Source: an optimization exercise on an open RTL-to-GDS flow (aim: small area, a short achievable clock period and few clock cycles per item). Production flows keep margins and buffers that such runs may drop.
Where RTL was checked, it was by simulation tests only, not by an equivalence proof against the original.
For runs 2 to 6, only the layout was checked, not whether the RTL still works.
Power figures rest on the tool's default switching activity, not on a simulated workload.

## flow/flow/run.sh

```bash
#!/bin/bash
export BUFFER_PORTS_ARGS="-buffer_cell sky130_fd_sc_hd__buf_2"
export CTS_ARGS="-sink_clustering_enable -repair_clock_nets -dont_use_dummy_load -buf_list sky130_fd_sc_hd__clkbuf_16 -sink_clustering_size 32 -sink_clustering_max_diameter 80"
bash standard.sh > standard.log 2>&1
```

## flow/standard.sh

```bash
#!/bin/bash
# synth_recipe.tcl (not shown) runs the flow's synth.tcl, then flattens the netlist and writes it again
# the make line also repeats each setting of config.mk as NAME=value (left out here)
make -C /OpenROAD-flow-scripts/flow DESIGN_CONFIG=/design/flow/config.mk WORK_HOME=/design/flow/orfs CLKGATE_MAP_FILE= SYNTH_SCRIPT=/design/flow/synth_recipe.tcl "${@:-finish}"
```

## flow/config.mk

```make
export PLATFORM = sky130hd
export DESIGN_NAME = multi_stack_shared_buffer_core
export DESIGN_NICKNAME = multi_stack_shared_buffer_core
export VERILOG_FILES = /design/flow/design.v
export SDC_FILE = /design/flow/constraint.sdc
export NUM_CORES = 4
export LEC_CHECK = 0
export CAP_MARGIN = 20
export CORE_MARGIN = 2
export CORE_UTILIZATION = 65
export CTS_BUF_LIST = sky130_fd_sc_hd__clkbuf_16
export CTS_CLUSTER_DIAMETER = 80
export CTS_CLUSTER_SIZE = 32
export SETUP_SLACK_MARGIN = 2.3
export SLEW_MARGIN = 20
export TNS_END_PERCENT = 0
```

## flow/constraint.sdc

```tcl
create_clock -name core_clock -period 4.0 [get_ports {clock}]
set_input_delay 0.8000 -clock core_clock [delete_from_list [all_inputs] [get_ports {clock}]]
set_output_delay 0.8000 -clock core_clock [all_outputs]
set_load 0.01 [all_outputs]
```

## flow/design.v

```verilog
`default_nettype none
package msb_pkg;
   localparam int ACTION_WIDTH   = 2;
   localparam int STACK_ID_WIDTH = 2;
   localparam int VALUE_WIDTH    = 32;
   localparam int STATUS_WIDTH   = 2;
   localparam int STACK_SLOTS    = 2 ** STACK_ID_WIDTH;
   localparam int NUM_STACKS_DEFAULT = 4;
   localparam int CAPACITY_DEFAULT   = 16;
   localparam int DATA_WIDTH_DEFAULT = 32;
   typedef enum logic [ACTION_WIDTH-1:0] {
      ACT_PUSH = 2'd0,
      ACT_POP  = 2'd1,
      ACT_PEEK = 2'd2,
      ACT_NOP  = 2'd3
   } action_type;
   typedef enum logic [STATUS_WIDTH-1:0] {
      ST_OK    = 2'd0,
      ST_FULL  = 2'd1,
      ST_EMPTY = 2'd2
   } status_type;
   typedef enum logic {
      PH_IDLE = 1'b0,
      PH_EXEC = 1'b1
   } phase_type;
   typedef struct packed {
      action_type                       action;
      logic [STACK_ID_WIDTH-1:0]        stack_id;
      logic signed [VALUE_WIDTH-1:0]    value;
   } req_type;
   typedef struct packed {
      logic signed [VALUE_WIDTH-1:0]    data;
      status_type                       status;
   } rsp_type;
   typedef struct packed {
      logic start;
      logic out_free;
   } eng_ctrl_type;
   typedef struct packed {
      logic busy;
      logic done;
   } eng_stat_type;
endpackage
`default_nettype wire
`default_nettype none
module msb_ram #(
   parameter int WIDTH = 32,
   parameter int DEPTH = 16
) (
   input  wire logic                       clock,
   input  wire logic [DEPTH-1:0]           wr_en,
   input  wire logic [WIDTH-1:0]           wr_data,
   input  wire logic [DEPTH-1:0]           rd_sel,
   output      logic [WIDTH-1:0]           rd_data
);
   logic [WIDTH-1:0] mem [DEPTH];
   always_ff @(posedge clock) begin
      for (int i = 0; i < DEPTH; i++) begin
         if (wr_en[i]) begin
            mem[i] <= wr_data;
         end
      end
   end
   always_comb begin
      rd_data = '0;
      for (int i = 0; i < DEPTH; i++) begin
         rd_data = rd_data | (mem[i] & {WIDTH{rd_sel[i]}});
      end
   end
endmodule
`default_nettype wire
`default_nettype none
module msb_engine #(
   parameter int NUM_STACKS = msb_pkg::NUM_STACKS_DEFAULT,
   parameter int CAPACITY   = msb_pkg::CAPACITY_DEFAULT,
   parameter int DATA_WIDTH = msb_pkg::DATA_WIDTH_DEFAULT
) (
   input  wire logic                    clock,
   input  wire logic                    reset,
   input  wire logic                    req_valid,
   output      logic                    req_ready,
   input  wire msb_pkg::req_type        req,
   output      logic                    rsp_valid,
   input  wire logic                    rsp_ready,
   output      msb_pkg::rsp_type        rsp
);
   localparam int AW = $clog2(CAPACITY);
   localparam int NS = msb_pkg::STACK_SLOTS;
   logic [AW-1:0]       head_ff [NS];
   logic [NS-1:0]       ne_ff;           
   logic [AW-1:0]       link_ff [CAPACITY];
   logic [CAPACITY-1:0] used_ff;
   logic                rd_valid_ff;
   msb_pkg::status_type rd_status_ff;
   logic [CAPACITY-1:0] rd_sel_ff;       
   logic                main_valid_ff;
   msb_pkg::status_type main_status_ff;
   logic [DATA_WIDTH-1:0] main_data_ff;
   logic                rd_move;
   logic                room;
   logic                take;
   logic                rd_valid_in, main_valid_in;
   logic [CAPACITY-1:0] alloc_oh;
   logic [AW-1:0]       alloc_idx;
   logic                full;
   logic                accept;
   logic [NS-1:0]       sid_oh;
   logic [CAPACITY-1:0] head_oh [NS];
   logic [CAPACITY-1:0] top_any;         
   logic [CAPACITY-1:0] is_self;
   logic [CAPACITY-1:0] top_sel;         
   logic [AW-1:0]       head_s;
   logic [AW-1:0]       below_s;
   logic                last_s;
   logic                ne_s;
   logic                is_push, is_pop, is_rd;
   logic                push_ok, pop_ok;
   msb_pkg::status_type status_new;
   logic [DATA_WIDTH-1:0] rd_data;
   always_comb begin
      alloc_oh  = '0;
      alloc_idx = '0;
      for (int i = CAPACITY - 1; i >= 0; i--) begin
         if (!used_ff[i]) begin
            alloc_oh    = '0;
            alloc_oh[i] = 1'b1;
            alloc_idx   = AW'(i);
         end
      end
      full = &used_ff;
   end
   always_comb begin
      for (int s = 0; s < NS; s++) begin
         for (int i = 0; i < CAPACITY; i++) begin
            head_oh[s][i] = (head_ff[s] == AW'(i)) && (s < NUM_STACKS);
         end
      end
      for (int i = 0; i < CAPACITY; i++) begin
         is_self[i] = (link_ff[i] == AW'(i));
      end
   end
   assign room      = !rd_valid_ff || !main_valid_ff || rsp_ready;
   assign req_ready = room;
   assign accept    = req_valid && room;
   always_comb begin
      for (int s = 0; s < NS; s++) begin
         sid_oh[s] = (req.stack_id == msb_pkg::STACK_ID_WIDTH'(s));
      end
      top_any = '0;
      for (int s = 0; s < NS; s++) begin
         top_any = top_any | (head_oh[s] & {CAPACITY{sid_oh[s]}});
      end
      ne_s    = ne_ff[req.stack_id] && (req.stack_id < msb_pkg::STACK_ID_WIDTH'(NUM_STACKS) || NUM_STACKS >= NS);
      top_sel = top_any & {CAPACITY{ne_s}};
      head_s  = head_ff[req.stack_id];
      below_s = '0;
      for (int i = 0; i < CAPACITY; i++) begin
         below_s = below_s | (link_ff[i] & {AW{top_any[i]}});
      end
      last_s  = |(top_any & is_self);
   end
   assign is_push = (req.action == msb_pkg::ACT_PUSH);
   assign is_pop  = (req.action == msb_pkg::ACT_POP);
   assign is_rd   = (req.action == msb_pkg::ACT_POP) || (req.action == msb_pkg::ACT_PEEK);
   assign push_ok = is_push && !full && (req.stack_id < msb_pkg::STACK_ID_WIDTH'(NUM_STACKS) || NUM_STACKS >= NS);
   assign pop_ok  = is_pop && ne_s;
   always_comb begin
      if (is_push && !push_ok) begin
         status_new = msb_pkg::ST_FULL;
      end else if (is_rd && !ne_s) begin
         status_new = msb_pkg::ST_EMPTY;
      end else begin
         status_new = msb_pkg::ST_OK;
      end
   end
   always_ff @(posedge clock) begin
      if (reset) begin
         used_ff <= '0;
         ne_ff   <= '0;
      end else if (accept) begin
         if (push_ok) begin
            used_ff <= used_ff | alloc_oh;
            ne_ff[req.stack_id] <= 1'b1;
         end
         if (pop_ok) begin
            used_ff <= used_ff & ~top_sel;
            ne_ff[req.stack_id] <= !last_s;
         end
      end
   end
   always_ff @(posedge clock) begin
      if (accept) begin
         if (push_ok) begin
            head_ff[req.stack_id] <= alloc_idx;
         end
         if (pop_ok) begin
            head_ff[req.stack_id] <= below_s;
         end
      end
   end
   always_ff @(posedge clock) begin
      for (int i = 0; i < CAPACITY; i++) begin
         if (alloc_oh[i]) begin
            link_ff[i] <= ne_s ? head_s : AW'(i);
         end
      end
   end
   assign take    = main_valid_ff && rsp_ready;
   assign rd_move = rd_valid_ff && (!main_valid_ff || rsp_ready);
   always_comb begin
      rd_valid_in   = accept || (rd_valid_ff && !rd_move);
      main_valid_in = rd_move || (main_valid_ff && !take);
   end
   always_ff @(posedge clock) begin
      if (reset) begin
         rd_valid_ff   <= 1'b0;
         main_valid_ff <= 1'b0;
      end else begin
         rd_valid_ff   <= rd_valid_in;
         main_valid_ff <= main_valid_in;
      end
   end
   always_ff @(posedge clock) begin
      if (accept) begin
         rd_status_ff <= status_new;
         rd_sel_ff    <= top_sel & {CAPACITY{is_rd}};
      end
   end
   always_ff @(posedge clock) begin
      if (!main_valid_ff || rsp_ready) begin
         main_status_ff <= rd_status_ff;
         main_data_ff   <= rd_data;
      end
   end
   msb_ram #(
      .WIDTH (DATA_WIDTH),
      .DEPTH (CAPACITY)
   ) u_data_ram (
      .clock   (clock),
      .wr_en   (alloc_oh & {CAPACITY{room}}),
      .wr_data (req.value[DATA_WIDTH-1:0]),
      .rd_sel  (rd_sel_ff),
      .rd_data (rd_data)
   );
   assign rsp_valid  = main_valid_ff;
   assign rsp.status = main_status_ff;
   assign rsp.data   = msb_pkg::VALUE_WIDTH'(main_data_ff);
endmodule
`default_nettype wire
`default_nettype none
module multi_stack_shared_buffer_core #(
   parameter int NUM_STACKS = msb_pkg::NUM_STACKS_DEFAULT,
   parameter int CAPACITY   = msb_pkg::CAPACITY_DEFAULT,
   parameter int DATA_WIDTH = msb_pkg::DATA_WIDTH_DEFAULT
) (
   input  wire logic        clock,
   input  wire logic        reset,
   input  wire logic        req_tvalid,
   output      logic        req_tready,
   input  wire logic [31:0] req_tdata,    
   input  wire logic [3:0]  req_tuser,    
   output      logic        rsp_tvalid,
   input  wire logic        rsp_tready,
   output      logic [31:0] rsp_tdata,    
   output      logic [1:0]  rsp_tuser     
);
   msb_pkg::req_type req;
   msb_pkg::rsp_type rsp;
   assign req.action   = msb_pkg::action_type'(req_tuser[1:0]);
   assign req.stack_id = req_tuser[3:2];
   assign req.value    = req_tdata;
   msb_engine #(
      .NUM_STACKS (NUM_STACKS),
      .CAPACITY   (CAPACITY),
      .DATA_WIDTH (DATA_WIDTH)
   ) u_engine (
      .clock     (clock),
      .reset     (reset),
      .req_valid (req_tvalid),
      .req_ready (req_tready),
      .req       (req),
      .rsp_valid (rsp_tvalid),
      .rsp_ready (rsp_tready),
      .rsp       (rsp)
   );
   assign rsp_tdata = rsp.data;
   assign rsp_tuser = rsp.status;
endmodule
`default_nettype wire
```

==> impl_metrics.yaml, run 1 <==
grt:
  grt_pass1_vias: 14210
  grt_pass1_wl_um: 96100
  grtUsageTotal_pct: 34.14
  gr-total-overflow: 0
  antenna_found_initial: 2
  grt_max_degree: 35
cts:
  numCtsBuffers: 29
  cts_tree: "done"
  root_buffer: "clkbuf_16"
  clkTransAtPathRegs_ps: 90
  cts_max_level: 1
  insertion_delay_ps: 620
  clock_path_buffers: 3
  cts.sinks: 666
synthesis:
  synth_edf_count: 644
  syn-mean-instance-area_um2: 17.79
  synth-main-ff-cell: "edfxtp_1"
  synth_cells: 1405
  ys_seq_area_share_pct: 79.13
  syn_nets: 1452
  synth_cell_type_count: 66
  ys_ff_latch: 666
  synth-async-reset-ratio_pct: 0
  synth_area_um2: 25000
  synth_warnings: 5
drt:
  vias: 14980
  drc: 0
  wire_per_inst_um: 33.25
  first_pass_iters: 5
  drt-vias-per-instance: 7.343
  wl_met1_um: 25740
  antenna_left: 0
  wl_met2_um: 32560
  drt_iter0_markers: 1950
  totalWireLength_um: 67840
  dr.max_layer_used: "met5"
  wl_met3_um: 7647
sta:
  finalHoldViolations: 0
  rsz0062_at_grt: "true"
  slew_viol_final: 0
  fin_setup_tns_ps: 0
  relSlewSlack_pct: 24.67
  fmax_ghz: 0.4388
  setup_viol: 0
  period_minus_slack_ps: 2279
  min_period_over_period_pct: 56.97
  tightest_slew_ps: 1130
  finClkSkew_ps: 112.5
die:
  die_h_um: 200.1
  fp.dieW_um: 200.1
  start_util_pct: 66.20
  num_rows: 71
  coreArea_um2: 37760
  io_pins: 76
  die_area_um2: 40040
final_layout:
  mostFrequentLayoutCell: "edfxtp_1"
  mostFrequentLayoutCells: "edfxtp_1 (644), a22o_1 (128), a221oi_1 (128), buf_4 (78), buf_2 (72)"
  area_growth_pct: 11.94
  finalNetCount: 1577
  drive_gt1_share_pct: 20.88
setup_path:
  worstPathArrival_ps: 2560
  cp_max_fo: 7
  required_ps: 4280
  endpoint_kind: "flip-flop"
  crit_type: "primary input to flip-flop"
  start_kind: "primary input"
  slowest_stage: "or2_4"
  cp_cell_sequence: "buf_12 > ha_4 > nand3b_1 > o22ai_1 > or2_4 > a22oi_1 > nand4_1 > nor3_2 > a32oi_2"
  critPathMaxStageDelay_ps: 310
placed_design:
  hpwl_um: 38400
  numPortBuffers: 75
  place_congestion: 0.9546
pwr:
  power_uw: 11420
  leakage_uw: 0.008808
  p_per_area_nw_per_um2: 408.1
  ir_drop_mv: 0.3822
outcome:
  outcome: "complete, no violations"
run:
  cap_violations: 0
worst_hold_path:
  hp-class: "flip-flop to flip-flop"
==> flip-flops by register name, indices dropped and copies added, names as in the netlist <==
signal                   flops
u_engine.head_ff            16
u_engine.link_ff            64
u_engine.main_data_ff       32
u_engine.main_status_ff      2
u_engine.main_valid_ff       1
u_engine.ne_ff               4
u_engine.rd_sel_ff          16
u_engine.rd_status_ff        2
u_engine.rd_valid_ff         1
u_engine.u_data_ram.mem    512
u_engine.used_ff            16
==> cells in the mapped netlist, types with 3 or more instances <==
master | n | area, um^2
o32ai_1 | 3 | 26.28
nor4_1 | 7 | 43.79
buf_2 | 5 | 25.02
a221oi_1 | 128 | 1121
or2_0 | 3 | 18.77
nor2b_1 | 18 | 112.6
o31ai_1 | 3 | 22.52
a21oi_1 | 15 | 75.07
o22ai_1 | 26 | 162.7
nand2_1 | 38 | 142.6
nor3_1 | 19 | 95.09
mux4_1 | 4 | 105.1
buf_1 | 4 | 15.01
dfxtp_1 | 22 | 440.4
a211oi_2 | 5 | 62.56
nor2_1 | 35 | 131.4
nand2b_1 | 14 | 87.58
clkbuf_1 | 64 | 240.2
buf_6 | 4 | 45.04
a22o_1 | 128 | 1121
or2_1 | 6 | 37.54
a32oi_1 | 3 | 26.28
o2111ai_1 | 3 | 26.28
inv_1 | 12 | 45.04
o211ai_1 | 5 | 37.54
and2_1 | 13 | 81.33
nor3b_1 | 3 | 22.52
edfxtp_1 | 644 | 19340
a22oi_1 | 34 | 255.2
ha_1 | 7 | 87.58
a211oi_1 | 4 | 30.03
nand3b_1 | 8 | 60.06
nand4_1 | 43 | 269.0
o21ai_0 | 11 | 55.05
or3b_2 | 4 | 35.03
a31oi_1 | 6 | 37.54
nand3_1 | 12 | 60.06
or2_2 | 8 | 50.05
==> repair_timing <==
action | CTS | global route
pin swaps | 31 | 18
buffers inserted | 32 | 21
gates cloned | 4 | 2
hold buffers | 0 | 0
endpoints found under the setup margin | 788 | 801
resized for setup | 104 | 20
==> metrics by stage <==
step | hold WS (ps) | worst slack [ps] | cell area [um^2] | util, % | std cells
2_1_floorplan | 400.3 | 1315 | 25240 | - | 1405
5_1_grt | 429.5 | 1669 | 27980 | 74.11 | 2040
3_5_place_dp | 406.3 | 533.1 | 26210 | 69.42 | 1951
6_report | 415.8 | 1721 | 27980 | 74.11 | 2040
4_1_cts | 416.8 | 1799 | 27680 | 73.31 | 2016
3_3_place_gp | 419.4 | 539.4 | 26210 | 69.42 | 1951
==> critical path: cells and delay by family <==
kind,cells,cell delay (ps)
AND/OR/NAND/NOR,4,950
adder cells (fa/ha/maj),1,200
buffers and inverters,1,120
AO/OA/AOI/OAI,3,490
==> area by class of cell <==
class	count	area [um^2]
Tap cell	511	639.4
Sequential cell	666	19810
Multi-Input combinational cell	649	5366
Antenna cell	1	2.502
Fill cell	2212	9774
Timing Repair Buffer	172	1376
Clock buffer	29	725.7
Inverter	12	60.06
==> power by group <==
part	leakage, uW	switching [uW]	internal, uW	total, uW
Combinational	0.00238	341	158	498
Sequential	0.00607	40.5	7700	7740
Clock	0.000357	1890	1290	3180
Total	0.00881	2270	9150	11400
==> routing by layer <==
| metal | global-route usage [%] | up-vias |
|---|---|---|
| li1 | - | 6139 |
| met2 | 55.03 | 1091 |
| met3 | 4.620 | 144 |
| met4 | 9.081 | 2 |
| met5 | 0 | - |
| met1 | 50.24 | 7604 |
==> worst paths after layout <==
check	slack, ps	cells after the start	startpoint	end
worst max-delay path	1720	9	req_tuser[2]	u_engine.head_ff[2][0]
worst min-delay path	420	0	u_engine.rd_status_ff[0]	u_engine.main_status_ff[0]
worst max register to register	1730	6	u_engine.used_ff[1]	u_engine.u_data_ram.mem[5][5]
worst min register to register	420	0	u_engine.rd_status_ff[0]	u_engine.main_status_ff[0]
==> kinds of logic after synthesis <==
group,share of synthesized area [%]
AOI/OAI and AO/OA,12.76
adders and majority gates,0.3504
buffers and inverters,1.572
DFF,79.13
muxes,0.5106
and+or+nand+nor,5.677
Testbench counts, summed over its fixed seeds: cycles 8,016, items 8,000.
==> run 2: changes to the inputs <==
--- a/flow/design.v
+++ b/flow/design.v
@@ -102,3 +102,5 @@
    logic                rd_valid_in, main_valid_in;
-   logic [CAPACITY-1:0] alloc_oh;
+   logic [CAPACITY-1:0] alloc_oh;        
+   logic [CAPACITY-1:0] alloc_in;
+   logic [CAPACITY-1:0] used_in;
    logic [AW-1:0]       alloc_idx;
@@ -106,5 +108,2 @@
    logic                accept;
-   logic [NS-1:0]       sid_oh;
-   logic [CAPACITY-1:0] head_oh [NS];
-   logic [CAPACITY-1:0] top_any;         
    logic [CAPACITY-1:0] is_self;
@@ -120,19 +119,9 @@
    always_comb begin
-      alloc_oh  = '0;
       alloc_idx = '0;
-      for (int i = CAPACITY - 1; i >= 0; i--) begin
-         if (!used_ff[i]) begin
-            alloc_oh    = '0;
-            alloc_oh[i] = 1'b1;
-            alloc_idx   = AW'(i);
-         end
-      end
-      full = &used_ff;
-   end
-   always_comb begin
-      for (int s = 0; s < NS; s++) begin
-         for (int i = 0; i < CAPACITY; i++) begin
-            head_oh[s][i] = (head_ff[s] == AW'(i)) && (s < NUM_STACKS);
-         end
-      end
+      for (int i = 0; i < CAPACITY; i++) begin
+         if (alloc_oh[i]) begin
+            alloc_idx = alloc_idx | AW'(i);
+         end
+      end
+      full = !(|alloc_oh);
       for (int i = 0; i < CAPACITY; i++) begin
@@ -145,17 +134,12 @@
    always_comb begin
-      for (int s = 0; s < NS; s++) begin
-         sid_oh[s] = (req.stack_id == msb_pkg::STACK_ID_WIDTH'(s));
-      end
-      top_any = '0;
-      for (int s = 0; s < NS; s++) begin
-         top_any = top_any | (head_oh[s] & {CAPACITY{sid_oh[s]}});
-      end
       ne_s    = ne_ff[req.stack_id] && (req.stack_id < msb_pkg::STACK_ID_WIDTH'(NUM_STACKS) || NUM_STACKS >= NS);
-      top_sel = top_any & {CAPACITY{ne_s}};
       head_s  = head_ff[req.stack_id];
+      for (int i = 0; i < CAPACITY; i++) begin
+         top_sel[i] = ne_s && (head_s == AW'(i));
+      end
       below_s = '0;
       for (int i = 0; i < CAPACITY; i++) begin
-         below_s = below_s | (link_ff[i] & {AW{top_any[i]}});
-      end
-      last_s  = |(top_any & is_self);
+         below_s = below_s | (link_ff[i] & {AW{top_sel[i]}});
+      end
+      last_s  = |(top_sel & is_self);
    end
@@ -175,9 +159,32 @@
    end
+   always_comb begin
+      used_in = used_ff;
+      if (accept && push_ok) begin
+         used_in = used_ff | alloc_oh;
+      end
+      if (accept && pop_ok) begin
+         used_in = used_ff & ~top_sel;
+      end
+      alloc_in = '0;
+      for (int i = CAPACITY - 1; i >= 0; i--) begin
+         if (!used_in[i]) begin
+            alloc_in    = '0;
+            alloc_in[i] = 1'b1;
+         end
+      end
+   end
    always_ff @(posedge clock) begin
       if (reset) begin
-         used_ff <= '0;
-         ne_ff   <= '0;
+         used_ff  <= '0;
+         alloc_oh <= CAPACITY'(1);
+      end else begin
+         used_ff  <= used_in;
+         alloc_oh <= alloc_in;
+      end
+   end
+   always_ff @(posedge clock) begin
+      if (reset) begin
+         ne_ff <= '0;
       end else if (accept) begin
          if (push_ok) begin
-            used_ff <= used_ff | alloc_oh;
             ne_ff[req.stack_id] <= 1'b1;
@@ -185,3 +192,2 @@
          if (pop_ok) begin
-            used_ff <= used_ff & ~top_sel;
             ne_ff[req.stack_id] <= !last_s;
==> flow/run.sh (new file) <==
#!/bin/bash
# synth_recipe.tcl (not shown) runs the flow's synth.tcl, then flattens the netlist and writes it again
# the make line also repeats each setting of config.mk as NAME=value (left out here)
make -C /OpenROAD-flow-scripts/flow DESIGN_CONFIG=/design/flow/config.mk WORK_HOME=/design/flow/orfs CLKGATE_MAP_FILE= SYNTH_SCRIPT=/design/flow/synth_recipe.tcl finish
--- a/flow/config.mk
+++ b/flow/config.mk
@@ -9,7 +9,5 @@
 export CORE_MARGIN = 2
-export CORE_UTILIZATION = 65
-export CTS_BUF_LIST = sky130_fd_sc_hd__clkbuf_16
-export CTS_CLUSTER_DIAMETER = 80
-export CTS_CLUSTER_SIZE = 32
-export SETUP_SLACK_MARGIN = 2.3
+export CORE_UTILIZATION = 40
+export CTS_BUF_LIST = sky130_fd_sc_hd__clkbuf_8
+export SETUP_SLACK_MARGIN = 1.9
 export SLEW_MARGIN = 20
removed: flow/flow/run.sh
removed: flow/standard.sh
==> impl_metrics.yaml, run 2 <==
placed_design:
  place_congestion: 0.9371
  hpwl_um: 40780
  numPortBuffers: 75
  dp_slack_ps: 23.78
synthesis:
  synth-main-ff-cell: "edfxtp_1"
  synth_adder_area_share_pct: 0.2983
  syn_nets: 1430
  synthMuxAreaShare_pct: 1.124
  netlist_top_cells_area: "edfxtp_1 (77%), a221oi_1 (4.6%), a22o_1 (4.5%), dfxtp_1 (3.0%), clkbuf_1 (0.88%)"
  ys_seq_area_share_pct: 79.86
  synth_edf_count: 644
  synth_top_cell_by_area: "edfxtp_1"
  synth_warnings: 4
  syn-mean-instance-area_um2: 18.18
  synth_top_family_by_area: "compound AO/OA/AOI/OAI gates"
  synth_cells: 1384
  synth_simple_gate_area_share_pct: 5.792
  synth-xor-area-share_pct: 0
  synth_cell_type_count: 67
  synth_common_cells: "edfxtp_1 (644), a221oi_1 (133), a22o_1 (129)"
  yosysMostFrequentCell: "edfxtp_1"
  ys_ff_latch: 682
  synth-compound-area-share_pct: 11.59
  synth_top_area_share_pct: 76.84
  synth_area_um2: 25170
  synth-async-reset-ratio_pct: 0
final_layout:
  finish.utilization_pct: 48.71
  regMostFlops: "u_engine.u_data_ram.mem"
  drive_gt1_share_pct: 20.54
  largest_register_ff_count: 512
  area_growth_pct: 19.88
  mostFrequentLayoutCells: "edfxtp_1 (644), a221oi_1 (130), a22o_1 (129), buf_4 (121), clkbuf_8 (112)"
  mostFrequentLayoutCell: "edfxtp_1"
  reg_top3: "u_engine.u_data_ram.mem (512), u_engine.link_ff (64), u_engine.main_data_ff (32)"
  finalNetCount: 1684
  insertedDiodeCount: 0
setup_path:
  critPathMaxStageDelay_ps: 560
  slowest_stage: "mux4_2"
  cp_max_fo: 5
  worstPathArrival_ps: 3340
  crit_type: "flip-flop to flip-flop"
  cp_cell_sequence: "mux4_2 > buf_4 > or3b_4 > buf_4 > o311ai_4 > nor4_4 > a221oi_2 > nor3_1"
  endpoint_kind: "flip-flop"
  worstPathBufferInverterCount: 2
  start_kind: "flip-flop"
  cpMostUsedCell: "buf_4"
  crit_family: "compound AO/OA/AOI/OAI gates"
  required_ps: 4580
sta:
  relSlewSlack_pct: 50.62
  min_period_over_period_pct: 68.84
  setup_viol: 0
  finalHoldViolations: 0
  tightest_slew_ps: 735.1
  period_minus_slack_ps: 2753
  fin_setup_tns_ps: 0
  slew_viol_final: 0
  rsz0062_at_grt: "true"
  setup_slack_ps: 1247
  whs_ps: 421.6
  fmax_ghz: 0.3632
  finClkSkew_ps: 48.76
die:
  start_util_pct: 40.63
  fp.dieW_um: 254.8
  die_area_um2: 64940
  die_h_um: 254.8
  num_rows: 91
  coreArea_um2: 61940
  io_pins: 76
drt:
  vias: 15000
  drc: 0
  drt-vias-per-instance: 5.869
  first_pass_iters: 5
  wire_per_inst_um: 28.30
  drt_iter0_markers: 1510
  totalWireLength_um: 72340
  antenna_left: 0
cts:
  root_buffer: "clkbuf_8"
  clkTransAtPathRegs_ps: 60
  numCtsBuffers: 107
  insertion_delay_ps: 730
  clock_path_buffers: 3
  cts.sinks: 682
  cts_max_level: 3
  cts_tree: "done"
grt:
  antenna_found_initial: 2
  grtUsageTotal_pct: 22.27
  grt_max_degree: 33
  grt_pass1_wl_um: 103400
  grt_pass1_vias: 15200
  gr-total-overflow: 0
worst_hold_path:
  hp-class: "flip-flop to flip-flop"
pwr:
  ir_drop_mv: 0.2430
  leakage_uw: 0.01004
  p_per_area_nw_per_um2: 461.1
outcome:
  outcome: "complete, no violations"
run:
  cap_violations: 0
[run 2: where the power goes]
group          total, uW  internal, uW  switching, uW
Sequential          7910          7880           30.6
Clock               5420          2730           2690
Combinational        585           214            371
Total              13900         10800           3090
[run 2: through the flow]
stage	total power, uW	std cells	instance area (um^2)
after global placement	8588	2320	27550
final	13910	2556	30170
after detailed placement	8598	2320	27550
after floorplan	8291	1384	25170
after global routing	14360	2556	30170
after CTS	14000	2534	29790
[run 2: logic make-up (layout without fill, tap and decap cells)]
logic type	count (synthesis)	after routing
and+or+nand+nor	247	247
adders and majority gates	6	6
DFF	682	682
muxes	19	19
AOI/OAI and AO/OA	348	348
buffers and inverters	82	417
[run 2: final timing paths]
kind	startpoint	to	slack [ps]	cells after the start
max	u_engine.head_ff[2][3]	u_engine.ne_ff[1]	1250	8
min	u_engine.rd_status_ff[0]	u_engine.main_status_ff[0]	420	0
max reg2reg	u_engine.head_ff[2][3]	u_engine.ne_ff[1]	1250	8
min reg2reg	u_engine.rd_status_ff[0]	u_engine.main_status_ff[0]	420	0
[run 2: layout make-up]
type	count	area, um^2
timing repair buffer	214	1987
clock buffer	112	1541
inverter	13	48.80
fill	5229	31770
tap	837	1047
clock inverter	78	420.4
sequential	682	20100
multi-input combinational	620	5025
[run 2: layer usage]
metal	part of all wire (%)	GRT usage, %
met2	49	37.22
met1	41	29.33
met3	7.2	4.282
met5	0.033	0
met4	2.7	7.435
[run 2: timing repair]
action / 4_1_cts / 5_1_grt
hold buffers: 0 / 0
endpoints found under the setup margin: 323 / 410
buffers inserted: 23 / 22
resized for setup: 23 / 46
pin swaps: 12 / 15
cloned: 1 / 0
==> run 3: changes to the inputs <==
--- a/flow/config.mk
+++ b/flow/config.mk
@@ -10,3 +10,5 @@
 export CORE_UTILIZATION = 40
-export CTS_BUF_LIST = sky130_fd_sc_hd__clkbuf_8
+export CTS_BUF_LIST = sky130_fd_sc_hd__clkbuf_16
+export CTS_CLUSTER_DIAMETER = 70
+export CTS_CLUSTER_SIZE = 24
 export SETUP_SLACK_MARGIN = 1.9
==> impl_metrics.yaml, run 3 <==
setup_path:
  critPathMaxStageDelay_ps: 600
  cp_cell_sequence: "mux4_2 > buf_4 > nor2b_1 > nand2_2 > nor2_1 > a222oi_1 > and3_1 > a21oi_1 > buf_4"
  crit_type: "flip-flop to flip-flop"
  endpoint_kind: "flip-flop"
  cpMostUsedCell: "buf_4"
  start_kind: "flip-flop"
  crit_family: "multiplexers"
  worstPathBufferInverterCount: 2
  cp_max_fo: 8
  slowest_stage: "mux4_2"
  worstPathArrival_ps: 3060
  required_ps: 4340
final_layout:
  reg_top3: "u_engine.u_data_ram.mem (512), u_engine.link_ff (64), u_engine.main_data_ff (32)"
  final_cells: 2429
  fillers: 5248
  largest_register_ff_count: 512
  seq_area_um2: 20100
  insertedDiodeCount: 0
  drive_gt1_share_pct: 18.28
  regMostFlops: "u_engine.u_data_ram.mem"
  mostFrequentLayoutCells: "edfxtp_1 (644), a221oi_1 (131), a22o_1 (129), buf_4 (118), clkdlybuf4s50_1 (70)"
  area_growth_pct: 17.11
  mostFrequentLayoutCell: "edfxtp_1"
  finalNetCount: 1616
  multi_input_area_um2: 5080
sta:
  tightest_slew_ps: 814.2
  setup_slack_ps: 1281
  min_period_over_period_pct: 67.98
  finClkSkew_ps: 29.87
  fin_setup_tns_ps: 0
  slew_viol_final: 0
  period_minus_slack_ps: 2719
  fmax_ghz: 0.3678
  setup_viol: 0
  relSlewSlack_pct: 44.98
  finalHoldViolations: 0
  rsz0062_at_grt: "true"
synthesis:
  ys_ff_latch: 682
  synth_cell_type_count: 67
  synth_warnings: 4
  netlist_top_cells_area: "edfxtp_1 (77%), a221oi_1 (4.6%), a22o_1 (4.5%), dfxtp_1 (3.0%), clkbuf_1 (0.88%)"
  synth_top_area_share_pct: 76.84
  synth_common_cells: "edfxtp_1 (644), a221oi_1 (133), a22o_1 (129)"
  synth_edf_count: 644
  yosysMostFrequentCell: "edfxtp_1"
  ys_seq_area_share_pct: 79.86
  synth-async-reset-ratio_pct: 0
  synth-main-ff-cell: "edfxtp_1"
  synth_cells: 1384
  syn_nets: 1430
  syn-mean-instance-area_um2: 18.18
  synth_area_um2: 25170
  synth_top_cell_by_area: "edfxtp_1"
outcome:
  outcome: "complete, no violations"
drt:
  drt_iter0_markers: 1474
  antenna_left: 0
  dr.max_layer_used: "met5"
  drc: 0
  totalWireLength_um: 71600
  wl_met3_um: 4541
  first_pass_iters: 5
  drt-vias-per-instance: 6.005
  wl_met2_um: 35490
  wire_per_inst_um: 29.48
  vias: 14590
  wl_met1_um: 29760
die:
  die_area_um2: 64940
  fp.dieW_um: 254.8
  die_h_um: 254.8
  num_rows: 91
  io_pins: 76
  coreArea_um2: 61940
  start_util_pct: 40.63
grt:
  grtUsageTotal_pct: 22.05
  gr-total-overflow: 0
  grt_pass1_vias: 14710
  antenna_found_initial: 2
  grt_pass1_wl_um: 102700
  grt_max_degree: 33
run:
  cap_violations: 0
cts:
  root_buffer: "clkbuf_16"
  clock_path_buffers: 3
  insertion_delay_ps: 600
  cts_max_level: 2
  clkTransAtPathRegs_ps: 90
  numCtsBuffers: 39
  cts_tree: "done"
  cts.sinks: 682
  hold_buffers: 0
pwr:
  p_per_area_nw_per_um2: 433.9
  ir_drop_mv: 0.3166
  leakage_uw: 0.009531
placed_design:
  place_congestion: 0.9371
  dp_slack_ps: 23.78
  dp_cells: 2320
  numPortBuffers: 75
  hpwl_um: 40780
worst_hold_path:
  hp-class: "flip-flop to flip-flop"
## run 3: cell counts after synthesis
Identical to the previous run, type by type.
## run 3: worst paths after layout
path	startpoint	endpoint	slack [ps]	cells after the start
min reg2reg	u_engine.rd_status_ff[0]	u_engine.main_status_ff[0]	430	0
max	u_engine.head_ff[0][3]	u_engine.head_ff[3][0]	1280	9
min	u_engine.rd_status_ff[0]	u_engine.main_status_ff[0]	430	0
max reg2reg	u_engine.head_ff[0][3]	u_engine.head_ff[3][0]	1280	9
## run 3: worst register-to-register path: stages, from the launching register on
cell and delay, ps:
edfxtp_1 450, mux4_2 600, buf_4 210, nor2b_1 150
nand2_2 130, nor2_1 100, a222oi_1 400, and3_1 220
a21oi_1 40, buf_4 170
## run 3: cells by family (layout without fill, tap and decap cells)
kind of cell    after synthesis  after routing  share of synthesized area [%]
flops                       682            682                          79.86
mux                          19             20                          1.124
fa+ha+maj                     6              6                         0.2983
compound gates              348            348                          11.59
simple gates                247            247                          5.792
buf+inv                      82            289                          1.332
## run 3: stage by stage
step	cell area [um^2]	power (uW)	hold WS, ps	util [%]
2_1_floorplan	25170	8291	400.3	-
3_3_place_gp	27550	8588	432.2	44.48
3_5_place_dp	27550	8598	413.0	44.48
4_1_cts	29250	12870	427.7	47.23
5_1_grt	29470	13150	436.6	47.59
6_report	29470	12790	431.5	47.59
## run 3: where the power goes
| part | internal, uW | switching [uW] |
|---|---|---|
| Combinational | 219 | 373 |
| Sequential | 7860 | 29.9 |
| Clock | 1960 | 2340 |
| Total | 10000 | 2750 |
## run 3: per-layer routing
layer | GRT usage (%) | up-vias
li1 | - | 6224
met1 | 29.99 | 7667
met2 | 37.34 | 587
met3 | 3.193 | 104
met4 | 5.698 | 4
met5 | 0 | -
## run 3: cell type report
cell class	instances	area share, %
clock buffers	40	3.396
clock inverters	23	0.7768
inverters	13	0.1783
multi-input cells	621	17.23
flip-flops and latches	682	68.20
well taps	837	3.553
repair buffers	213	6.665
## run 3: timing repair
action | in CTS | in global routing
setup endpoints to repair | 547 | 607
buffers inserted | 36 | 7
gates cloned | 3 | 0
pin swaps | 13 | 11
gates resized for setup | 50 | 37
==> run 4: changes to the inputs <==
--- a/flow/design.v
+++ b/flow/design.v
@@ -109,2 +109,5 @@
    logic [CAPACITY-1:0] is_self;
+   logic [NS-1:0]       sid_oh;
+   logic [CAPACITY-1:0] head_oh [NS];    
+   logic                last_s;
    logic [CAPACITY-1:0] top_sel;         
@@ -112,3 +115,2 @@
    logic [AW-1:0]       below_s;
-   logic                last_s;
    logic                ne_s;
@@ -129,2 +131,7 @@
       end
+      for (int s = 0; s < NS; s++) begin
+         for (int i = 0; i < CAPACITY; i++) begin
+            head_oh[s][i] = ne_ff[s] && (head_ff[s] == AW'(i)) && (s < NUM_STACKS);
+         end
+      end
    end
@@ -136,5 +143,10 @@
       head_s  = head_ff[req.stack_id];
-      for (int i = 0; i < CAPACITY; i++) begin
-         top_sel[i] = ne_s && (head_s == AW'(i));
+      for (int s = 0; s < NS; s++) begin
+         sid_oh[s] = (req.stack_id == msb_pkg::STACK_ID_WIDTH'(s));
+      end
+      top_sel = '0;
+      for (int s = 0; s < NS; s++) begin
+         top_sel = top_sel | (head_oh[s] & {CAPACITY{sid_oh[s]}});
       end
+      last_s  = |(top_sel & is_self);
       below_s = '0;
@@ -143,3 +155,2 @@
       end
-      last_s  = |(top_sel & is_self);
    end
--- a/flow/config.mk
+++ b/flow/config.mk
@@ -10,5 +10,3 @@
 export CORE_UTILIZATION = 40
-export CTS_BUF_LIST = sky130_fd_sc_hd__clkbuf_16
-export CTS_CLUSTER_DIAMETER = 70
-export CTS_CLUSTER_SIZE = 24
+export CTS_BUF_LIST = sky130_fd_sc_hd__clkbuf_8
 export SETUP_SLACK_MARGIN = 1.9
==> impl_metrics.yaml, run 4 <==
outcome:
  outcome: "complete, no violations"
drt:
  first_pass_iters: 5
  antenna_left: 0
  vias: 15360
  drt-vias-per-instance: 5.999
  wire_per_inst_um: 28.68
  totalWireLength_um: 73460
  drc: 0
  drt_iter0_markers: 1598
final_layout:
  mostFrequentLayoutCells: "edfxtp_1 (644), a22o_1 (132), a221oi_1 (130), clkbuf_8 (108), buf_4 (88)"
  mostFrequentLayoutCell: "edfxtp_1"
  drive_gt1_share_pct: 19.60
  seq_area_um2: 20100
  fillers: 5358
  regMostFlops: "u_engine.u_data_ram.mem"
  largest_register_ff_count: 512
  fin_area_um2: 30090
  finish.utilization_pct: 47.79
  reg_top3: "u_engine.u_data_ram.mem (512), u_engine.link_ff (64), u_engine.main_data_ff (32)"
  area_growth_pct: 18.45
  multi_input_area_um2: 5361
  finalNetCount: 1676
run:
  cap_violations: 0
setup_path:
  required_ps: 4480
  cpMostUsedCell: "and3_1"
  slowest_stage: "edfxtp_1"
  endpoint_kind: "flip-flop"
  crit_type: "flip-flop to flip-flop"
  worstPathArrival_ps: 2920
  cp_cell_sequence: "buf_4 > nand4b_1 > o22ai_1 > or2_4 > a222oi_1 > and3_1 > and3_1 > a21oi_2"
  cp_max_fo: 6
  critPathMaxStageDelay_ps: 470
  start_kind: "flip-flop"
sta:
  setup_viol: 0
  fmax_ghz: 0.4102
  fin_setup_tns_ps: 0
  slew_viol_final: 0
  relSlewSlack_pct: 25.24
  finClkSkew_ps: 42.25
  rsz0062_at_grt: "true"
  tightest_slew_ps: 1121
  min_period_over_period_pct: 60.95
  whs_ps: 414.1
  period_minus_slack_ps: 2438
  finalHoldViolations: 0
synthesis:
  synth_edf_count: 644
  synth_cells: 1415
  syn_nets: 1462
  syn-mean-instance-area_um2: 17.95
  synth_warnings: 5
  synth-async-reset-ratio_pct: 0
  synth_top_area_share_pct: 76.13
  ys_seq_area_share_pct: 79.12
  netlist_top_cells_area: "edfxtp_1 (76%), a221oi_1 (4.6%), a22o_1 (4.6%), dfxtp_1 (3.0%), nand4_1 (1.1%)"
  synth-main-ff-cell: "edfxtp_1"
  synth_area_um2: 25400
  synth_top_cell_by_area: "edfxtp_1"
  synth_common_cells: "edfxtp_1 (644), a221oi_1 (133), a22o_1 (132)"
  yosysMostFrequentCell: "edfxtp_1"
  ys_ff_latch: 682
  synth_cell_type_count: 65
die:
  num_rows: 92
  coreArea_um2: 62970
  io_pins: 76
  die_area_um2: 65540
  fp.dieW_um: 256.0
  start_util_pct: 40.34
  die_h_um: 256.0
placed_design:
  numPortBuffers: 75
  place_congestion: 0.9744
  place_area_um2: 27600
  hpwl_um: 40310
grt:
  grtUsageTotal_pct: 22.10
  grt_pass1_vias: 15230
  antenna_found_initial: 4
  gr-total-overflow: 0
  grt_max_degree: 33
  grt_pass1_wl_um: 105700
pwr:
  power_uw: 13750
  p_per_area_nw_per_um2: 456.9
  leakage_uw: 0.009781
  ir_drop_mv: 0.2477
cts:
  cts_tree: "done"
  cts_max_level: 3
  insertion_delay_ps: 710
  numCtsBuffers: 105
  root_buffer: "clkbuf_8"
  clkTransAtPathRegs_ps: 70
  clock_path_buffers: 3
  cts.sinks: 682
worst_hold_path:
  hp-class: "flip-flop to flip-flop"
[run 4: path summary, 6_finish.rpt]
check | from | endpoint | slack (ps) | cells past startpoint
setup / recovery | u_engine.head_ff[3][1] | u_engine.head_ff[3][0] | 1560 | 8
hold / removal | u_engine.rd_status_ff[1] | u_engine.main_status_ff[1] | 410 | 0
setup reg to reg | u_engine.head_ff[3][1] | u_engine.head_ff[3][0] | 1560 | 8
hold reg to reg | u_engine.rd_status_ff[1] | u_engine.main_status_ff[1] | 410 | 0
[run 4: timing repair]
| item | 4_1_cts | 5_1_grt |
|---|---|---|
| hold buffers | 0 | 0 |
| buffers inserted | 25 | 14 |
| pin swaps | 26 | 28 |
| setup endpoints to repair | 629 | 291 |
| gates resized for setup | 110 | 22 |
[run 4: per-layer routing]
layer	share of wire, %	track usage (%)	wire [um]	vias up
li1	-	-	-	6454
met1	41	30.20	30460	7963
met2	48	35.69	34930	792
met3	8.0	4.446	5849	149
met4	3.0	6.969	2185	6
met5	0.044	0	32	-
[run 4: area by class of cell]
| type | count | share of cell area, % |
|---|---|---|
| Multi-Input combinational cell | 653 | 17.82 |
| Clock inverter | 84 | 1.414 |
| Inverter | 10 | 0.1746 |
| Clock buffer | 108 | 4.940 |
| Antenna cell | 1 | 0.008316 |
| Sequential cell | 682 | 66.81 |
| Tap cell | 846 | 3.518 |
| Timing Repair Buffer | 177 | 5.314 |
[run 4: logic make-up after synthesis]
kind of cell | count (synthesis) | synth area share [%]
and+or+nand+nor | 250 | 6.117
AOI/OAI and AO/OA | 390 | 12.65
buffers and inverters | 80 | 1.266
adders and majority gates | 7 | 0.3448
muxes | 6 | 0.5024
DFF | 682 | 79.12
[run 4: worst max-delay path: cells and delay by family, from the launching register on]
| kind | cells | cell delay (ps) |
|---|---|---|
| buf+inv | 1 | 180 |
| flops | 1 | 470 |
| simple gates | 4 | 940 |
| compound gates | 3 | 650 |
[run 4: where the power goes]
part	internal (uW)	switching, uW
registers	7880	37.1
clock network	2650	2640
logic	182	360
total	10700	3040
[run 4: through the flow]
stage / cells / setup slack (ps)
2_1_floorplan: 1415 / 1199
3_3_place_gp: 2329 / 242.1
3_5_place_dp: 2329 / 199.1
4_1_cts: 2546 / 1656
5_1_grt: 2561 / 1535
6_report: 2561 / 1562
==> run 5: changes to the inputs <==
--- a/flow/design.v
+++ b/flow/design.v
@@ -111,3 +111,3 @@
    logic [CAPACITY-1:0] head_oh [NS];    
-   logic                last_s;
+   logic [NS-1:0]       last;            
    logic [CAPACITY-1:0] top_sel;         
@@ -135,2 +135,3 @@
          end
+         last[s] = |(head_oh[s] & is_self);
       end
@@ -150,3 +151,2 @@
       end
-      last_s  = |(top_sel & is_self);
       below_s = '0;
@@ -203,3 +203,3 @@
          if (pop_ok) begin
-            ne_ff[req.stack_id] <= !last_s;
+            ne_ff[req.stack_id] <= !last[req.stack_id];
          end
==> impl_metrics.yaml, run 5 <==
final_layout:
  reg_top3: "u_engine.u_data_ram.mem (512), u_engine.link_ff (64), u_engine.main_data_ff (32)"
  mostFrequentLayoutCell: "edfxtp_1"
  finish.utilization_pct: 47.70
  fin_area_um2: 30700
  mostFrequentLayoutCells: "edfxtp_1 (644), a22o_1 (138), a221oi_1 (137), clkbuf_8 (116), buf_4 (91)"
  drive_gt1_share_pct: 17.84
  regMostFlops: "u_engine.u_data_ram.mem"
  largest_register_ff_count: 512
  finalNetCount: 1764
  fillers: 5445
  seq_area_um2: 20120
  multi_input_area_um2: 5650
  area_growth_pct: 17.94
synthesis:
  synthMuxAreaShare_pct: 0.8413
  synth_top_family_by_area: "compound AO/OA/AOI/OAI gates"
  synth_cells: 1524
  synth_cell_type_count: 71
  synth-compound-area-share_pct: 12.52
  synth_simple_gate_area_share_pct: 7.418
  syn-mean-instance-area_um2: 17.08
  synth-async-reset-ratio_pct: 0
  ys_seq_area_share_pct: 77.23
  synth_warnings: 5
  synth_edf_count: 644
  synth_top_area_share_pct: 74.30
  syn_nets: 1571
  netlist_top_cells_area: "edfxtp_1 (74%), a221oi_1 (4.6%), a22o_1 (4.6%), dfxtp_1 (2.9%), clkbuf_1 (1.2%)"
  synth-main-ff-cell: "edfxtp_1"
  synth-xor-area-share_pct: 0
  synth_common_cells: "edfxtp_1 (644), a221oi_1 (138), a22o_1 (138)"
  ys_ff_latch: 682
  synth_adder_area_share_pct: 0.3365
  synth_top_cell_by_area: "edfxtp_1"
  yosysMostFrequentCell: "edfxtp_1"
  synth_area_um2: 26030
die:
  fp.dieW_um: 259.1
  io_pins: 76
  die_area_um2: 67120
  num_rows: 93
  start_util_pct: 40.45
  die_h_um: 259.1
  coreArea_um2: 64350
cts:
  cts.sinks: 682
  cts_tree: "done"
  insertion_delay_ps: 740
  clkTransAtPathRegs_ps: 60
  cts_max_level: 3
  clock_path_buffers: 3
  hold_buffers: 0
  root_buffer: "clkbuf_8"
  numCtsBuffers: 111
outcome:
  outcome: "complete, no violations"
sta:
  relSlewSlack_pct: 44.18
  period_minus_slack_ps: 2726
  tightest_slew_ps: 837.3
  fin_setup_tns_ps: 0
  slew_viol_final: 0
  finalHoldViolations: 0
  min_period_over_period_pct: 68.15
  rsz0062_at_grt: "true"
  setup_slack_ps: 1274
  fmax_ghz: 0.3668
  finClkSkew_ps: 45.68
  setup_viol: 0
pwr:
  ir_drop_mv: 0.2622
  p_sw_uw: 3224
  p_per_area_nw_per_um2: 471.8
  power_uw: 14480
  leakage_uw: 0.01004
  seq_power_share_pct: 54.7
  swShare_pct: 22.26
  pwr-share-clk_pct: 41.3
  intPower_uw: 11260
  pwr-share-comb_pct: 4.0
grt:
  antenna_found_initial: 3
  gr-total-overflow: 0
  grt_pass1_vias: 15850
  grt_pass1_wl_um: 108800
  grtUsageTotal_pct: 22.41
  grt_max_degree: 33
worst_hold_path:
  hp-class: "flip-flop to flip-flop"
setup_path:
  crit_type: "flip-flop to flip-flop"
  worstPathArrival_ps: 3390
  start_kind: "flip-flop"
  worstPathBufferInverterCount: 1
  critPathMaxStageDelay_ps: 470
  required_ps: 4660
  cp_cell_sequence: "nand2b_1 > o22ai_1 > or3_4 > a221o_1 > nor4_4 > nand4_4 > buf_6 > nor2_1"
  endpoint_kind: "flip-flop"
  crit_family: "simple AND/OR/NAND/NOR gates"
  cp_max_fo: 8
  slowest_stage: "edfxtp_1"
drt:
  drc: 0
  wire_per_inst_um: 28.43
  totalWireLength_um: 75810
  vias: 15980
  antenna_left: 0
  first_pass_iters: 6
  drt_iter0_markers: 1761
  drt-vias-per-instance: 5.991
placed_design:
  numPortBuffers: 75
  place_congestion: 0.9476
  place_area_um2: 28110
  dp_slack_ps: 19.25
  hpwl_um: 43110
run:
  cap_violations: 0
==> run 5: final timing paths <==
path         slack, ps                   start                endpoint  cells past startpoint
max               1270  u_engine.head_ff[2][1]    u_engine.alloc_oh[8]                      8
min reg2reg        420    u_engine.rd_valid_ff  u_engine.main_valid_ff                      2
max reg2reg       1270  u_engine.head_ff[2][1]    u_engine.alloc_oh[8]                      8
min                420    u_engine.rd_valid_ff  u_engine.main_valid_ff                      2
==> run 5: logic make-up (layout without fill, tap and decap cells) <==
kind of cell	count (synthesis)	after routing
AOI/OAI and AO/OA	399	399
adders and majority gates	7	7
buffers and inverters	111	398
DFF	682	682
muxes	14	14
other	0	1
and+or+nand+nor	311	311
==> run 5: layer usage <==
metal / up-vias / track usage (%) / share of wire, %
li1: 6836 / - / -
met1: 8252 / 29.71 / 41
met5: - / 0 / 0.026
met3: 135 / 4.335 / 7.7
met2: 752 / 37.51 / 49
met4: 4 / 6.728 / 2.5
==> run 5: metrics by stage <==
step,cells,hold slack (ps)
4_1_cts,2664,413.7
6_report,2667,420.9
3_3_place_gp,2423,409.2
2_1_floorplan,1524,400.3
5_1_grt,2667,436.3
3_5_place_dp,2423,422.4
==> run 5: power groups by stage <==
| stage | Sequential, uW | Combinational (uW) | Clock (uW) |
|---|---|---|---|
| 2_1_floorplan | 8070 | 267 | 0 |
| 3_3_place_gp | 8080 | 556 | 0 |
| 3_5_place_dp | 8090 | 563 | 0 |
| 4_1_cts | 7930 | 583 | 6110 |
| 5_1_grt | 7930 | 624 | 6420 |
| 6_report | 7930 | 581 | 5980 |
==> run 5: area by class of cell <==
cell class / count / share of cell area [%]
antenna: 1 / 0.008152
tap: 855 / 3.485
clock inverter: 91 / 1.993
multi-input combinational: 731 / 18.41
inverter: 16 / 0.2120
sequential: 682 / 65.56
clock buffer: 116 / 5.201
timing repair buffer: 175 / 5.136
==> run 5: worst register-to-register path, delay by kind of cell, from the launching register on <==
family	cells	cell delay, ps
AO/OA/AOI/OAI	2	590
buffers and inverters	1	180
flip-flops	1	470
AND/OR/NAND/NOR	5	1440
==> run 5: timing repair <==
item | CTS | global route
buffers inserted | 34 | 2
gates resized for setup | 34 | 12
pin swaps | 4 | 6
endpoints found under the setup margin | 327 | 497
hold endpoints to repair | 0 | 0
==> run 6: changes to the inputs <==
--- a/flow/design.v
+++ b/flow/design.v
@@ -94,3 +94,5 @@
    msb_pkg::status_type rd_status_ff;
-   logic [CAPACITY-1:0] rd_sel_ff;       
+   logic                rd_hit_ff;       
+   logic [AW-1:0]       rd_ptr_ff;       
+   logic [CAPACITY-1:0] rd_sel;
    logic                main_valid_ff;
@@ -102,5 +104,3 @@
    logic                rd_valid_in, main_valid_in;
-   logic [CAPACITY-1:0] alloc_oh;        
-   logic [CAPACITY-1:0] alloc_in;
-   logic [CAPACITY-1:0] used_in;
+   logic [CAPACITY-1:0] alloc_oh;
    logic [AW-1:0]       alloc_idx;
@@ -108,6 +108,5 @@
    logic                accept;
-   logic [CAPACITY-1:0] is_self;
    logic [NS-1:0]       sid_oh;
-   logic [CAPACITY-1:0] head_oh [NS];    
-   logic [NS-1:0]       last;            
+   logic [CAPACITY-1:0] head_oh [NS];
+   logic [CAPACITY-1:0] is_self;
    logic [CAPACITY-1:0] top_sel;         
@@ -115,2 +114,3 @@
    logic [AW-1:0]       below_s;
+   logic                last_s;
    logic                ne_s;
@@ -121,12 +121,14 @@
    always_comb begin
+      alloc_oh  = '0;
       alloc_idx = '0;
-      for (int i = 0; i < CAPACITY; i++) begin
-         if (alloc_oh[i]) begin
-            alloc_idx = alloc_idx | AW'(i);
+      for (int i = CAPACITY - 1; i >= 0; i--) begin
+         if (!used_ff[i]) begin
+            alloc_oh    = '0;
+            alloc_oh[i] = 1'b1;
+            alloc_idx   = AW'(i);
          end
       end
-      full = !(|alloc_oh);
-      for (int i = 0; i < CAPACITY; i++) begin
-         is_self[i] = (link_ff[i] == AW'(i));
-      end
+      full = &used_ff;
+   end
+   always_comb begin
       for (int s = 0; s < NS; s++) begin
@@ -135,3 +137,5 @@
          end
-         last[s] = |(head_oh[s] & is_self);
+      end
+      for (int i = 0; i < CAPACITY; i++) begin
+         is_self[i] = (link_ff[i] == AW'(i));
       end
@@ -142,4 +146,2 @@
    always_comb begin
-      ne_s    = ne_ff[req.stack_id] && (req.stack_id < msb_pkg::STACK_ID_WIDTH'(NUM_STACKS) || NUM_STACKS >= NS);
-      head_s  = head_ff[req.stack_id];
       for (int s = 0; s < NS; s++) begin
@@ -151,2 +153,4 @@
       end
+      ne_s    = ne_ff[req.stack_id] && (req.stack_id < msb_pkg::STACK_ID_WIDTH'(NUM_STACKS) || NUM_STACKS >= NS);
+      head_s  = head_ff[req.stack_id];
       below_s = '0;
@@ -155,2 +159,3 @@
       end
+      last_s  = |(top_sel & is_self);
    end
@@ -170,32 +175,9 @@
    end
-   always_comb begin
-      used_in = used_ff;
-      if (accept && push_ok) begin
-         used_in = used_ff | alloc_oh;
-      end
-      if (accept && pop_ok) begin
-         used_in = used_ff & ~top_sel;
-      end
-      alloc_in = '0;
-      for (int i = CAPACITY - 1; i >= 0; i--) begin
-         if (!used_in[i]) begin
-            alloc_in    = '0;
-            alloc_in[i] = 1'b1;
-         end
-      end
-   end
-   always_ff @(posedge clock) begin
-      if (reset) begin
-         used_ff  <= '0;
-         alloc_oh <= CAPACITY'(1);
-      end else begin
-         used_ff  <= used_in;
-         alloc_oh <= alloc_in;
-      end
-   end
    always_ff @(posedge clock) begin
       if (reset) begin
-         ne_ff <= '0;
+         used_ff <= '0;
+         ne_ff   <= '0;
       end else if (accept) begin
          if (push_ok) begin
+            used_ff <= used_ff | alloc_oh;
             ne_ff[req.stack_id] <= 1'b1;
@@ -203,3 +185,4 @@
          if (pop_ok) begin
-            ne_ff[req.stack_id] <= !last[req.stack_id];
+            used_ff <= used_ff & ~top_sel;
+            ne_ff[req.stack_id] <= !last_s;
          end
@@ -224,2 +207,7 @@
    end
+   always_comb begin
+      for (int i = 0; i < CAPACITY; i++) begin
+         rd_sel[i] = rd_hit_ff && (rd_ptr_ff == AW'(i));
+      end
+   end
    assign take    = main_valid_ff && rsp_ready;
@@ -242,3 +230,4 @@
          rd_status_ff <= status_new;
-         rd_sel_ff    <= top_sel & {CAPACITY{is_rd}};
+         rd_hit_ff    <= is_rd && ne_s;
+         rd_ptr_ff    <= head_s;
       end
@@ -258,3 +247,3 @@
       .wr_data (req.value[DATA_WIDTH-1:0]),
-      .rd_sel  (rd_sel_ff),
+      .rd_sel  (rd_sel),
       .rd_data (rd_data)
--- a/flow/config.mk
+++ b/flow/config.mk
@@ -10,3 +10,5 @@
 export CORE_UTILIZATION = 40
-export CTS_BUF_LIST = sky130_fd_sc_hd__clkbuf_8
+export CTS_BUF_LIST = sky130_fd_sc_hd__clkbuf_16
+export CTS_CLUSTER_DIAMETER = 70
+export CTS_CLUSTER_SIZE = 24
 export SETUP_SLACK_MARGIN = 1.9
==> impl_metrics.yaml, run 6 <==
sta:
  setup_viol: 0
  relSlewSlack_pct: 38.16
  fin_setup_tns_ps: 0
  tightest_slew_ps: 920.6
  slew_viol_final: 0
  period_minus_slack_ps: 2391
  rsz0062_at_grt: "true"
  finalHoldViolations: 0
  finClkSkew_ps: 37.96
  whs_ps: 440.2
  fmax_ghz: 0.4182
  min_period_over_period_pct: 59.78
pwr:
  p_sw_uw: 2715
  pwr-share-clk_pct: 34.2
  leakage_uw: 0.009567
  intPower_uw: 9712
  ir_drop_mv: 0.2883
  swShare_pct: 21.85
  p_per_area_nw_per_um2: 417.7
  seq_power_share_pct: 61.5
  power_uw: 12430
  pwr-share-comb_pct: 4.3
synthesis:
  ys_seq_area_share_pct: 77.20
  synth-main-ff-cell: "edfxtp_1"
  synth_top_area_share_pct: 75.45
  syn-mean-instance-area_um2: 17.11
  synth_top_cell_by_area: "edfxtp_1"
  synth_cell_type_count: 85
  ys_ff_latch: 655
  syn_nets: 1518
  synth_edf_count: 633
  synth_warnings: 5
  netlist_top_cells_area: "edfxtp_1 (75%), a22oi_1 (2.3%), a222oi_1 (1.9%), dfxtp_1 (1.7%), a221oi_1 (1.7%)"
  synth-async-reset-ratio_pct: 0
  yosysMostFrequentCell: "edfxtp_1"
  synth_cells: 1472
  synth_common_cells: "edfxtp_1 (633), nand2_1 (85), a22oi_1 (78)"
  synth_area_um2: 25190
setup_path:
  r2r_slack_ps: 1610
  crit_type: "flip-flop to flip-flop"
  cp_cell_sequence: "nand2_2 > o22ai_2 > nor2_4 > or4_4 > o311ai_4 > nor4_4 > buf_4 > a31o_1"
  worstPathBufferInverterCount: 1
  crit_family: "simple AND/OR/NAND/NOR gates"
  required_ps: 4460
  slowest_stage: "edfxtp_1"
  timing.rr.end: "u_engine.ne_ff[3]"
  cp_max_fo: 6
  r2r_cells: 8
  endpoint_kind: "flip-flop"
  r2r-start: "u_engine.head_ff[0][0]"
  worstPathArrival_ps: 2850
  critPathMaxStageDelay_ps: 610
  start_kind: "flip-flop"
cts:
  hold_buffers: 0
  insertion_delay_ps: 600
  clkTransAtPathRegs_ps: 80
  clock_path_buffers: 3
  numCtsBuffers: 39
  cts.sinks: 655
  cts_max_level: 2
  root_buffer: "clkbuf_16"
  cts_tree: "done"
die:
  die_h_um: 255.0
  num_rows: 92
  fp.dieW_um: 255.0
  coreArea_um2: 62620
  io_pins: 76
  die_area_um2: 65000
  start_util_pct: 40.23
final_layout:
  mostFrequentLayoutCell: "edfxtp_1"
  regMostFlops: "u_engine.u_data_ram.mem"
  finalNetCount: 1691
  area_growth_pct: 18.10
  mostFrequentLayoutCells: "edfxtp_1 (633), buf_4 (107), nand2_1 (82), a22oi_1 (74), clkdlybuf4s50_1 (69)"
  fin_area_um2: 29750
  fillers: 5323
  largest_register_ff_count: 512
  final_cells: 2512
  reg_top3: "u_engine.u_data_ram.mem (512), u_engine.link_ff (64), u_engine.main_data_ff (32)"
  drive_gt1_share_pct: 20.24
drt:
  antenna_left: 0
  drt_iter0_markers: 1814
  wire_per_inst_um: 28.49
  drc: 0
  first_pass_iters: 7
  totalWireLength_um: 71570
  drt-vias-per-instance: 5.964
  vias: 14980
worst_hold_path:
  hold_depth: 0
  holdCritStartpoint: "u_engine.rd_status_ff[0]"
  hp-class: "flip-flop to flip-flop"
  whs_endpoint: "u_engine.main_status_ff[0]"
grt:
  grtUsageTotal_pct: 21.74
  grt_pass1_vias: 14580
  grt_pass1_wl_um: 101400
  antenna_found_initial: 6
  grt_max_degree: 35
  gr-total-overflow: 0
placed_design:
  place_congestion: 0.9268
  numPortBuffers: 75
  place_area_um2: 27410
  dp_cells: 2380
  hpwl_um: 42310
outcome:
  outcome: "complete, no violations"
run:
  cap_violations: 0
[run 6: cell count changes after synthesis, sizes merged, moves of 16 or more]
cell / previous run / this run
mux2i: 5 / 23
a22oi: 18 / 79
o21ai: 11 / 36
nand2: 24 / 87
nor2: 40 / 58
a221oi: 138 / 51
a222oi: 2 / 47
and4: 1 / 17
o22ai: 29 / 6
buf: 10 / 49
dfxtp: 38 / 22
a22o: 138 / 31
and2: 43 / 16
clkbuf: 85 / 25
[run 6: what timing repair did]
item,CTS,global route
pin swaps,18,13
resized for setup,90,39
cloned,0,1
setup endpoints to repair,595,461
setup buffers,47,22
[run 6: per-stage QoR]
step,setup slack [ps],utilization [%]
after floorplan,1262,-
after global placement,189.3,43.78
after detailed placement,111.9,43.78
after CTS,1623,46.91
after global routing,1556,47.51
final,1609,47.51
[run 6: layout make-up]
type / instances / area, um^2 / area share (%)
Sequential cell: 655 / 19460 / 65.42
Multi-Input combinational cell: 726 / 5996 / 20.15
Timing Repair Buffer: 206 / 1937 / 6.510
Antenna cell: 1 / 2.502 / 0.008410
Clock buffer: 39 / 975.9 / 3.280
Inverter: 17 / 73.82 / 0.2481
Clock inverter: 22 / 246.5 / 0.8284
Tap cell: 846 / 1059 / 3.558
[run 6: power groups by stage]
stage	Combinational [uW]	Clock [uW]	Sequential, uW
floorplan	190	0	7800
global placement	493	0	7800
detailed placement	500	0	7800
CTS	528	4350	7640
global route	575	4570	7650
finish	538	4250	7640
[run 6: cells by family after synthesis]
kind of cell	share of synthesized area, %
mux	1.942
buf+inv	1.788
flops	77.20
simple gates	7.932
fa+ha+maj	0.2980
compound gates	10.84
[run 6: how the worst max path moves through the flow]
stage | startpoint | to | slack [ps] | cells past startpoint
6_report | u_engine.head_ff[0][0] | u_engine.ne_ff[3] | 1610 | 8
3_3_place_gp | req_tuser[3] | u_engine.head_ff[0][2] | 190 | 9
3_5_place_dp | req_tuser[2] | u_engine.head_ff[0][2] | 110 | 8
5_1_grt | req_tuser[2] | u_engine.ne_ff[3] | 1560 | 11
4_1_cts | req_tuser[3] | u_engine.head_ff[2][1] | 1620 | 10
2_1_floorplan | req_tuser[2] | u_engine.head_ff[0][3] | 1260 | 12
[run 6: worst register-to-register path, delay by kind of cell, from the launching register on]
| family | cells | cell delay (ps) |
|---|---|---|
| AND/OR/NAND/NOR | 4 | 900 |
| flip-flops | 1 | 610 |
| AO/OA/AOI/OAI | 3 | 570 |
| buffers and inverters | 1 | 170 |
[run 6: metal layers]
layer  track usage [%]  share of wire, %  wire [um]  vias up
met2             36.78                49      35060      637
met1             28.95                41      29440     7763
met4             6.199               2.7       1914        6
met3             3.722               7.2       5121      112
li1                  -                 -          -     6463
met5                 0             0.052         37        -

afterwards: timing with drivers on the ports:
In the flow no input, the clock included, has a driving cell. The finished layouts below were timed again as built, in two steps.
Step 1, drivers: a clkbuf_16 drives clock and a buf_2 each remaining input, both assumed.
Step 2 adds t to the input delays and takes it off the output delays; t is the mean of the earliest and latest rising clock arrival at the registers after step 1. Input paths then give back, and output paths get back, about the clock's delay inside the block.
Slacks: ideal / step 1 / step 2; pairs: ideal / step 1.
run | t, ns | setup slack, ns | worst setup path at the end | worst slew at a driven data input, ns | pins driven straight from the clock port
run 1 | 0.631 | 1.721 / 1.706 / 1.075 | input to register | 0.08 | 1
run 2 | 0.762 | 1.247 / 1.221 / 0.549 | input to register | 0.12 | 1
run 3 | 0.643 | 1.281 / 1.281 / 0.677 | input to register | 0.11 | 1
run 4 | 0.736 | 1.562 / 1.562 / 0.868 | input to register | 0.13 | 1
run 5 | 0.772 | 1.274 / 1.274 / 0.603 | input to register | 0.11 | 1
run 6 | 0.649 | 1.609 / 1.609 / 0.986 | input to register | 0.10 | 1
After both steps every run listed still meets setup and hold. The setup slack of run 2, which loses most, moves by -0.026 ns with the drivers and by -0.698 ns with both steps.
